This is an optimization exercise on Yosys and OpenROAD, whose aim is small area, a short achievable clock period and few clock cycles, not a production implementation.
Where RTL was checked, it was by simulation tests only, not by an equivalence proof against the original.
Power figures rest on the tool's default switching activity, not on a simulated workload.

rev 12:
Design pool_accel, start of the top module:
module pool_accel (
    input  logic        clk,
    input  logic        rst,
    input  logic        cmd_valid_i,
    input  logic [1:0]  cmd_op_i,
    input  logic [31:0] cmd_rj_i,
    input  logic [31:0] cmd_rk_i,
    output logic        rsp_valid_o,
    output logic        wb_cyc_o,
    output logic        wb_stb_o,
    output logic        wb_we_o,
    output logic [31:0] wb_adr_o,
    output logic [31:0] wb_dat_o,
    input  logic [31:0] wb_dat_i,
    input  logic        wb_ack_i
);
    logic [31:0] src_q;
    logic [31:0] dst_q;
    logic [7:0]  w_q;
    logic [7:0]  h_q;
    logic [1:0]  k_q;       
    logic [1:0]  s_q;       
    logic        mode_q;    
    logic        busy_q;
    logic        rsp_q;
    logic        cmd_acc;
    logic        conf_acc;
    logic        dest_acc;
    logic        run_acc;
    logic        fits;
    assign cmd_acc  = cmd_valid_i && !busy_q;
    assign conf_acc = cmd_acc && (cmd_op_i == 2'd0);
    assign dest_acc = cmd_acc && (cmd_op_i == 2'd1);
  ...
Size in the first run: roughly 410 flip-flops, ~170 I/O pins, ~22000 um2 of cells after synthesis.
Settings: LEC_CHECK=0, CAP_MARGIN=20, CORE_MARGIN=2, CORE_UTILIZATION=40, CTS_CLUSTER_DIAMETER=60, CTS_CLUSTER_SIZE=30, SLEW_MARGIN=20; clock period 10.0 ns.
standard.sh (not shown) runs the stock make flow with config.mk's settings and CLKGATE_MAP_FILE= SYNTH_SCRIPT=/design/flow/synth_recipe.tcl, a recipe that flattens the netlist after the stock synthesis.
==> flow/flow/run.sh <==
#!/bin/bash
# The standard layout, with the port buffers made of plain buffers and a
# larger setup margin for the timing repair.
set -euo pipefail
export BUFFER_PORTS_ARGS="-buffer_cell sky130_fd_sc_hd__buf_1"
bash standard.sh SETUP_SLACK_MARGIN=6.5 finish > layout.log 2>&1
In summary, rev 12 completed successfully, with a layout that passed the timing, DRC and antenna checks.
Input changes introduced in rev 13 (baseline for comparison: rev 12):
-- flow/design.v --
<<< rev 12, line 95
    logic        x_fits;     
    logic        y_fits;
    logic [12:0] db_q;       
    logic [1:0]  cstep;
    logic [12:0] dlt_nxt;
>>> rev 13, line 95
    logic        x_fits;     
    logic        y_fits;
    logic [12:0] dlt_q2;
    logic [1:0]  cstep;
    logic [12:0] dlt_nxt;
<<< rev 12, line 106
        if (!i_end) begin
            dlt_nxt = w4;
        end else if (cnt_q != 2'd0 || x_fits) begin
            dlt_nxt = {9'd0, cstep, 2'd0} - km1w4;
        end else begin
            dlt_nxt = db_q - {3'd0, c_q, 2'd0};
        end
    end
>>> rev 13, line 106
        if (!i_end) begin
            dlt_nxt = w4;
        end else if (cnt_q != 2'd0 || x_fits_c) begin
            dlt_nxt = {9'd0, cstep, 2'd0} - km1w4;
        end else begin
            dlt_nxt = sw4 - km1w4 - {3'd0, c_q, 2'd0};
        end
    end
<<< rev 12, line 115
        x_fits <= x_fits_c;
        y_fits <= y_fits_c;
    end
    logic        stb_q;
>>> rev 13, line 115
        x_fits <= x_fits_c;
        y_fits <= y_fits_c;
        dlt_q2 <= dlt_nxt;
    end
    logic        stb_q;
<<< rev 12, line 211
        if (run_acc) begin
            dlt_q <= '0;
            db_q  <= sw4 - km1w4;
            i_q   <= '0;
            c_q   <= '0;
>>> rev 13, line 212
        if (run_acc) begin
            dlt_q <= '0;
            i_q   <= '0;
            c_q   <= '0;
<<< rev 12, line 217
            y_q   <= '0;
        end else if (adv_q) begin
            dlt_q <= dlt_nxt;
            if (!i_end) begin
                i_q <= i_q + 2'd1;
>>> rev 13, line 217
            y_q   <= '0;
        end else if (adv_q) begin
            dlt_q <= dlt_q2;
            if (!i_end) begin
                i_q <= i_q + 2'd1;
<<< rev 12, line 249
    assign ident    = {!mode_q, 31'd0};
    assign yv       = f_q ? ident : acc_q;
    assign ut       = {1'b0, x_q + yv};
    assign u        = mode_q ? ut[31:0] : (($signed(x_q) < $signed(yv)) ? yv : x_q);
    assign col_done = (dv_q && !d_first_q && d_last_q) || (f_q && f_last_q);
    assign col_cpl  = f_q ? f_cpl_q : d_cpl_q;
>>> rev 13, line 249
    assign ident    = {!mode_q, 31'd0};
    assign yv       = f_q ? ident : acc_q;
    logic [32:0] yin;
    logic [32:0] pp;
    logic [32:0] cy;
    logic [31:0] sel;
    logic [31:0] hi;
    logic [31:0] lo;
    assign yin      = {yv[31], yv} ^ {33{!mode_q}};
    assign pp       = {x_q[31], x_q} ^ yin;
    assign ut       = {x_q[31], x_q} + yin + {32'd0, !mode_q};
    assign cy       = ut ^ pp;
    assign sel      = mode_q ? cy[31:0] : {32{ut[32]}};
    assign hi       = mode_q ? ~pp[31:0] : yv;
    assign lo       = mode_q ? pp[31:0] : x_q;
    assign u        = (sel & hi) | (~sel & lo);
    assign col_done = (dv_q && !d_first_q && d_last_q) || (f_q && f_last_q);
    assign col_cpl  = f_q ? f_cpl_q : d_cpl_q;
- Diff rev 12 -> rev 13 | layout buffer count excluding clock buffers | increase of 17%
- Rev 12 → rev 13: number of nets in the synthesized netlist -165, portion of total power attributed to combinational logic increased by 1.8 points relative to the old numbers, share of cell area taken by muxes after synthesis stayed essentially flat.
- Sequential element share of the synthesized area: higher on rev 13
No run of this note included a check of the RTL's function; only the layout flow was run.

* * *

Setup of 11-22:
The RTL this note starts from:
==> flow/design.v <==
package pool_pkg;
    typedef logic [31:0] word_t;
    typedef logic [7:0] dim_t;
    typedef logic [1:0] ksize_t;
    typedef enum logic {
        POOL_MAX = 1'b0,   
        POOL_SUM = 1'b1    
    } pool_mode_e;
    typedef enum logic [1:0] {
        OP_CONF = 2'd0,
        OP_DEST = 2'd1,
        OP_RUN  = 2'd2
    } cmd_op_e;
    typedef enum logic [1:0] {
        ST_IDLE,
        ST_RUN,
        ST_DRAIN
    } ctrl_state_e;
    localparam int CONF_KSIZE_LSB  = 0;
    localparam int CONF_STRIDE_LSB = 2;
    localparam int CONF_MODE_BIT   = 4;
    localparam int CONF_WIDTH_LSB  = 8;
    localparam int CONF_HEIGHT_LSB = 16;
endpackage
module pool_accel (
    input  logic        clk,
    input  logic        rst,
    input  logic        cmd_valid_i,
    input  logic [1:0]  cmd_op_i,
    input  logic [31:0] cmd_rj_i,
    input  logic [31:0] cmd_rk_i,
    output logic        rsp_valid_o,
    output logic        wb_cyc_o,
    output logic        wb_stb_o,
    output logic        wb_we_o,
    output logic [31:0] wb_adr_o,
    output logic [31:0] wb_dat_o,
    input  logic [31:0] wb_dat_i,
    input  logic        wb_ack_i
);
    logic [31:0] src_q;
    logic [31:0] dst_q;
    logic [7:0]  w_q;
    logic [7:0]  h_q;
    logic [1:0]  k_q;       
    logic [1:0]  s_q;       
    logic        mode_q;    
    logic        busy_q;
    logic        rsp_q;
    logic        cmd_acc;
    logic        conf_acc;
    logic        dest_acc;
    logic        run_acc;
    logic        fits;
    assign cmd_acc  = cmd_valid_i && !busy_q;
    assign conf_acc = cmd_acc && (cmd_op_i == 2'd0);
    assign dest_acc = cmd_acc && (cmd_op_i == 2'd1);
    assign run_acc  = cmd_acc && (cmd_op_i == 2'd2);
    assign fits     = ({6'd0, k_q} <= w_q) && ({6'd0, k_q} <= h_q);
    always_ff @(posedge clk) begin
        if (conf_acc) begin
            src_q  <= cmd_rj_i;
            k_q    <= (cmd_rk_i[1:0] == 2'd0) ? 2'd1 : cmd_rk_i[1:0];
            s_q    <= (cmd_rk_i[3:2] == 2'd0) ? 2'd1 : cmd_rk_i[3:2];
            mode_q <= cmd_rk_i[4];
            w_q    <= cmd_rk_i[15:8];
            h_q    <= cmd_rk_i[23:16];
        end
        if (dest_acc) begin
            dst_q <= cmd_rj_i;
        end
    end
    logic        k1;
    logic        k3;
    logic [12:0] w4;        
    logic [12:0] km1w4;     
    logic [12:0] sw4;       
    logic [1:0]  jump;      
    assign k1    = (k_q == 2'd1);
    assign k3    = (k_q == 2'd3);
    assign w4    = {3'd0, w_q, 2'd0};
    assign km1w4 = k3 ? {2'd0, w_q, 3'd0} : (k1 ? 13'd0 : w4);
    assign sw4   = (s_q[1] ? {2'd0, w_q, 3'd0} : 13'd0) + (s_q[0] ? w4 : 13'd0);
    assign jump  = (s_q > k_q) ? (s_q - k_q + 2'd1) : 2'd1;
    logic [1:0]  i_q;
    logic [7:0]  c_q;
    logic [1:0]  cnt_q;
    logic [7:0]  y_q;
    logic        rdone_q;    
    logic [12:0] dlt_q;      
    logic        i_end;
    logic        nxt_cpl;
    logic        x_fits;
    logic        y_fits;
    logic [1:0]  cstep;
    logic [12:0] dlt_nxt;
    assign i_end   = (i_q == k_q - 2'd1);
    assign nxt_cpl = i_end && (cnt_q == 2'd0);
    assign x_fits  = ({1'b0, c_q} + {7'd0, s_q} + 9'd1) <= {1'b0, w_q};
    assign y_fits  = ({1'b0, y_q} + {7'd0, s_q} + {7'd0, k_q}) <= {1'b0, h_q};
    assign cstep   = (cnt_q == 2'd0) ? jump : 2'd1;
    always_comb begin
        if (!i_end) begin
            dlt_nxt = w4;
        end else if (cnt_q != 2'd0 || x_fits) begin
            dlt_nxt = {9'd0, cstep, 2'd0} - km1w4;
        end else begin
            dlt_nxt = sw4 - km1w4 - {3'd0, c_q, 2'd0};
        end
    end
    logic        stb_q;
    logic        we_q;
    logic [31:0] adr_q;
    logic [31:0] oth_q;
    logic        t_first_q;  
    logic        t_last_q;
    logic        t_cpl_q;
    logic        pend_q;     
    logic        wq_q;       
    logic [31:0] d_q;
    logic        dv_q;
    logic        d_first_q;
    logic        d_last_q;
    logic        d_cpl_q;
    logic [31:0] acc_q;      
    logic        cv_q;       
    logic        c_cpl_q;    
    logic [31:0] c1_q;       
    logic [31:0] p2_q;       
    logic [31:0] res_q;
    logic        bnd;
    logic        go_w;
    logic        go_r;
    logic        swap;
    logic        fin;
    logic [31:0] adr_sum;
    assign bnd     = busy_q && (!stb_q || wb_ack_i);
    assign go_w    = wq_q || (cv_q && c_cpl_q);
    assign go_r    = !go_w && !rdone_q && (!nxt_cpl || !pend_q || (stb_q && we_q));
    assign swap    = go_w || we_q;
    assign fin     = busy_q && rdone_q && stb_q && we_q && wb_ack_i;
    assign adr_sum = adr_q + (we_q ? 32'd4 : {{19{dlt_q[12]}}, dlt_q});
    logic        adv_q;
    always_ff @(posedge clk) begin
        if (rst) begin
            busy_q  <= 1'b0;
            rsp_q   <= 1'b0;
            stb_q   <= 1'b0;
            pend_q  <= 1'b0;
            wq_q    <= 1'b0;
            rdone_q <= 1'b1;
            adv_q   <= 1'b0;
        end else begin
            rsp_q <= conf_acc || dest_acc || (run_acc && !fits) || fin;
            adv_q <= bnd && go_r;
            if (run_acc && fits) begin
                busy_q  <= 1'b1;
                rdone_q <= 1'b0;
                pend_q  <= 1'b0;
                wq_q    <= 1'b0;
            end
            if (fin) begin
                busy_q <= 1'b0;
            end
            if (cv_q && c_cpl_q) begin
                wq_q <= 1'b1;
            end
            if (stb_q && we_q && wb_ack_i) begin
                pend_q <= 1'b0;
            end
            if (adv_q && nxt_cpl) begin
                pend_q <= 1'b1;
                if (!x_fits && !y_fits) begin
                    rdone_q <= 1'b1;
                end
            end
            if (bnd) begin
                stb_q <= go_w || go_r;
                if (go_w) begin
                    wq_q <= 1'b0;
                end
            end
        end
    end
    always_ff @(posedge clk) begin
        if (run_acc) begin
            adr_q <= src_q;
            oth_q <= dst_q;
            we_q  <= 1'b0;
        end else if (bnd && (go_w || go_r)) begin
            we_q  <= go_w;
            adr_q <= swap ? oth_q : adr_sum;
            if (swap) begin
                oth_q <= adr_sum;
            end
            if (go_r) begin
                t_first_q <= (i_q == 2'd0);
                t_last_q  <= i_end;
                t_cpl_q   <= nxt_cpl;
            end
        end
    end
    always_ff @(posedge clk) begin
        if (run_acc) begin
            dlt_q <= '0;
            i_q   <= '0;
            c_q   <= '0;
            cnt_q <= k_q - 2'd1;
            y_q   <= '0;
        end else if (adv_q) begin
            dlt_q <= dlt_nxt;
            if (!i_end) begin
                i_q <= i_q + 2'd1;
            end else begin
                i_q <= '0;
                if (cnt_q != 2'd0) begin
                    cnt_q <= cnt_q - 2'd1;
                    c_q   <= c_q + 8'd1;
                end else if (x_fits) begin
                    cnt_q <= (s_q > k_q) ? k_q - 2'd1 : s_q - 2'd1;
                    c_q   <= c_q + {6'd0, jump};
                end else begin
                    cnt_q <= k_q - 2'd1;
                    c_q   <= '0;
                    y_q   <= y_q + {6'd0, s_q};
                end
            end
        end
    end
    logic        sa_q;       
    logic        sp_q;       
    logic        sc_q;       
    logic        wb_p2_q;    
    logic [31:0] ux;
    logic [32:0] ut;
    logic [31:0] u;
    logic        xnone;
    assign xnone = !(sa_q || sp_q || sc_q);
    assign ux    = ({32{sa_q}} & d_q) | ({32{sp_q}} & p2_q) | ({32{sc_q}} & c1_q)
                 | {xnone && !mode_q, 31'd0};
    assign ut    = {ux[31], ux} + ({acc_q[31], acc_q} ^ {33{!mode_q}}) + {32'd0, !mode_q};
    assign u     = mode_q ? ut[31:0] : (ut[32] ? acc_q : ux);
    always_ff @(posedge clk) begin
        d_q       <= wb_dat_i;
        d_first_q <= t_first_q;
        d_last_q  <= t_last_q;
        d_cpl_q   <= t_cpl_q;
        c_cpl_q   <= d_cpl_q;
        if (rst) begin
            dv_q    <= 1'b0;
            cv_q    <= 1'b0;
            sa_q    <= 1'b0;
            sp_q    <= 1'b0;
            sc_q    <= 1'b0;
            wb_p2_q <= 1'b0;
        end else begin
            dv_q    <= stb_q && !we_q && wb_ack_i;
            cv_q    <= dv_q && d_last_q;
            sa_q    <= stb_q && !we_q && wb_ack_i && !t_first_q;
            sp_q    <= dv_q && d_last_q && d_cpl_q && k3;
            sc_q    <= (dv_q && d_last_q && (d_cpl_q ? !k1 && !k3 : k3)) || (cv_q && c_cpl_q && k3);
            wb_p2_q <= (dv_q && d_last_q && !d_cpl_q && k3) || (cv_q && c_cpl_q && k3);
        end
    end
    always_ff @(posedge clk) begin
        if (dv_q) begin
            acc_q <= d_first_q ? d_q : u;
        end
        if (wb_p2_q) begin
            p2_q <= u;
        end
        if (wb_p2_q || (cv_q && !k3)) begin
            c1_q <= acc_q;
        end
        if (cv_q && c_cpl_q) begin
            res_q <= u;
        end
    end
    assign rsp_valid_o = rsp_q;
    assign wb_cyc_o    = stb_q;
    assign wb_stb_o    = stb_q;
    assign wb_we_o     = we_q;
    assign wb_adr_o    = adr_q;
    assign wb_dat_o    = res_q;
endmodule
clock: 10.0 ns
lec_check: 0
cap_margin: 20
core_margin: 2
core_utilization: 40
slew_margin: 20
Scripts as last shown in full above: flow/flow/run.sh
Testbench counts of 11-22, summed over its fixed seeds: cycles 127,638.
The inputs of 12-06 differ from those of 11-22 as listed below.
diff --git a/flow/design.v b/flow/design.v
--- a/flow/design.v
+++ b/flow/design.v
@@ -225,42 +225,44 @@
                     y_q   <= y_q + {6'd0, s_q};
                 end
             end
         end
     end
-    logic        sa_q;       
-    logic        sp_q;       
-    logic        sc_q;       
     logic        wb_p2_q;    
-    logic [31:0] ux;
+    logic [31:0] x_q;
     logic [32:0] ut;
     logic [31:0] u;
-    logic        xnone;
-    assign xnone = !(sa_q || sp_q || sc_q);
-    assign ux    = ({32{sa_q}} & d_q) | ({32{sp_q}} & p2_q) | ({32{sc_q}} & c1_q)
-                 | {xnone && !mode_q, 31'd0};
-    assign ut    = {ux[31], ux} + ({acc_q[31], acc_q} ^ {33{!mode_q}}) + {32'd0, !mode_q};
-    assign u     = mode_q ? ut[31:0] : (ut[32] ? acc_q : ux);
+    logic        nx_a;
+    logic        nx_p2;
+    logic        nx_c1;
+    assign nx_a  = stb_q && !we_q && wb_ack_i && !t_first_q;
+    assign nx_p2 = dv_q && d_last_q && d_cpl_q && k3;
+    assign nx_c1 = (dv_q && d_last_q && (d_cpl_q ? !k1 && !k3 : k3)) || (cv_q && c_cpl_q && k3);
+    assign ut    = {x_q[31], x_q} + ({acc_q[31], acc_q} ^ {33{!mode_q}}) + {32'd0, !mode_q};
+    assign u     = mode_q ? ut[31:0] : (ut[32] ? acc_q : x_q);
     always_ff @(posedge clk) begin
         d_q       <= wb_dat_i;
         d_first_q <= t_first_q;
         d_last_q  <= t_last_q;
         d_cpl_q   <= t_cpl_q;
         c_cpl_q   <= d_cpl_q;
+        if (nx_a) begin
+            x_q <= wb_dat_i;
+        end else if (nx_p2) begin
+            x_q <= p2_q;
+        end else if (nx_c1) begin
+            x_q <= c1_q;
+        end else begin
+            x_q <= {!mode_q, 31'd0};
+        end
         if (rst) begin
             dv_q    <= 1'b0;
             cv_q    <= 1'b0;
-            sa_q    <= 1'b0;
-            sp_q    <= 1'b0;
-            sc_q    <= 1'b0;
             wb_p2_q <= 1'b0;
         end else begin
             dv_q    <= stb_q && !we_q && wb_ack_i;
             cv_q    <= dv_q && d_last_q;
-            sa_q    <= stb_q && !we_q && wb_ack_i && !t_first_q;
-            sp_q    <= dv_q && d_last_q && d_cpl_q && k3;
-            sc_q    <= (dv_q && d_last_q && (d_cpl_q ? !k1 && !k3 : k3)) || (cv_q && c_cpl_q && k3);
             wb_p2_q <= (dv_q && d_last_q && !d_cpl_q && k3) || (cv_q && c_cpl_q && k3);
         end
     end
     always_ff @(posedge clk) begin
         if (dv_q) begin
[summary]
- Clock-buffer cell count (12-06 over 11-22): increase, 4
- Max routed wire length across 11-22 and 12-06: 11-22
- Between 12-06 and 11-22, it is 12-06 whose post-synthesis instance area is higher, by 650 sq um.
- Comparing 11-22 and 12-06, fraction of the mapped netlist area in compound gates is lower on 12-06.
- 12-06: worst setup margin 0.050 ns below 11-22
- Routability congestion estimate from global placement for 12-06: 0.72% up relative to 11-22
- The total stage count of the critical path in 12-06 sits 4 below the value recorded for 11-22.
- Compared with 11-22, 12-06 shows a relative contribution of combinational cells to total power that is 0.9 points lower.
Only the layout flow was run in 12-06; the RTL was not checked for function there.

## static timing again, ports no longer ideal
How much do the figures lean on ideal ports? The routed layouts below were timed once more, with nothing changed but the port constraints.
Step 1 (the two cells are an assumption about what drives the block):
set clk [get_ports {clk}]
set_driving_cell -lib_cell sky130_fd_sc_hd__clkbuf_16 $clk
set_driving_cell -lib_cell sky130_fd_sc_hd__buf_2 [delete_from_list [all_inputs] $clk]
Step 2, shift: input delay + t, output delay - t, t = (earliest + latest rising clock arrival at the registers) / 2. This alone moves slack from input paths to output paths.
a / b / c = ideal / step 1 / step 2; a / b = the first two.
| run | t (ns) | slack for setup (ns) | worst data-port slew with drivers (ns) | pins driven straight from the clock port |
|---|---|---|---|---|
| rev 12 | 0.623 | 6.511 / 6.511 / 5.993 | 0.10 | 1 |
| rev 13 | 0.609 | 6.056 / 6.056 / 5.994 | 0.09 | 1 |
| 11-22 | 0.631 | 6.201 / 6.201 / 6.122 | 0.09 | 1 |
| 12-06 | 0.627 | 6.152 / 6.152 / 6.131 | 0.09 | 1 |
After both steps every run listed still meets setup and hold. The setup slack of rev 12, which loses most, moves by 0.000 ns with the drivers and by -0.518 ns with both steps.
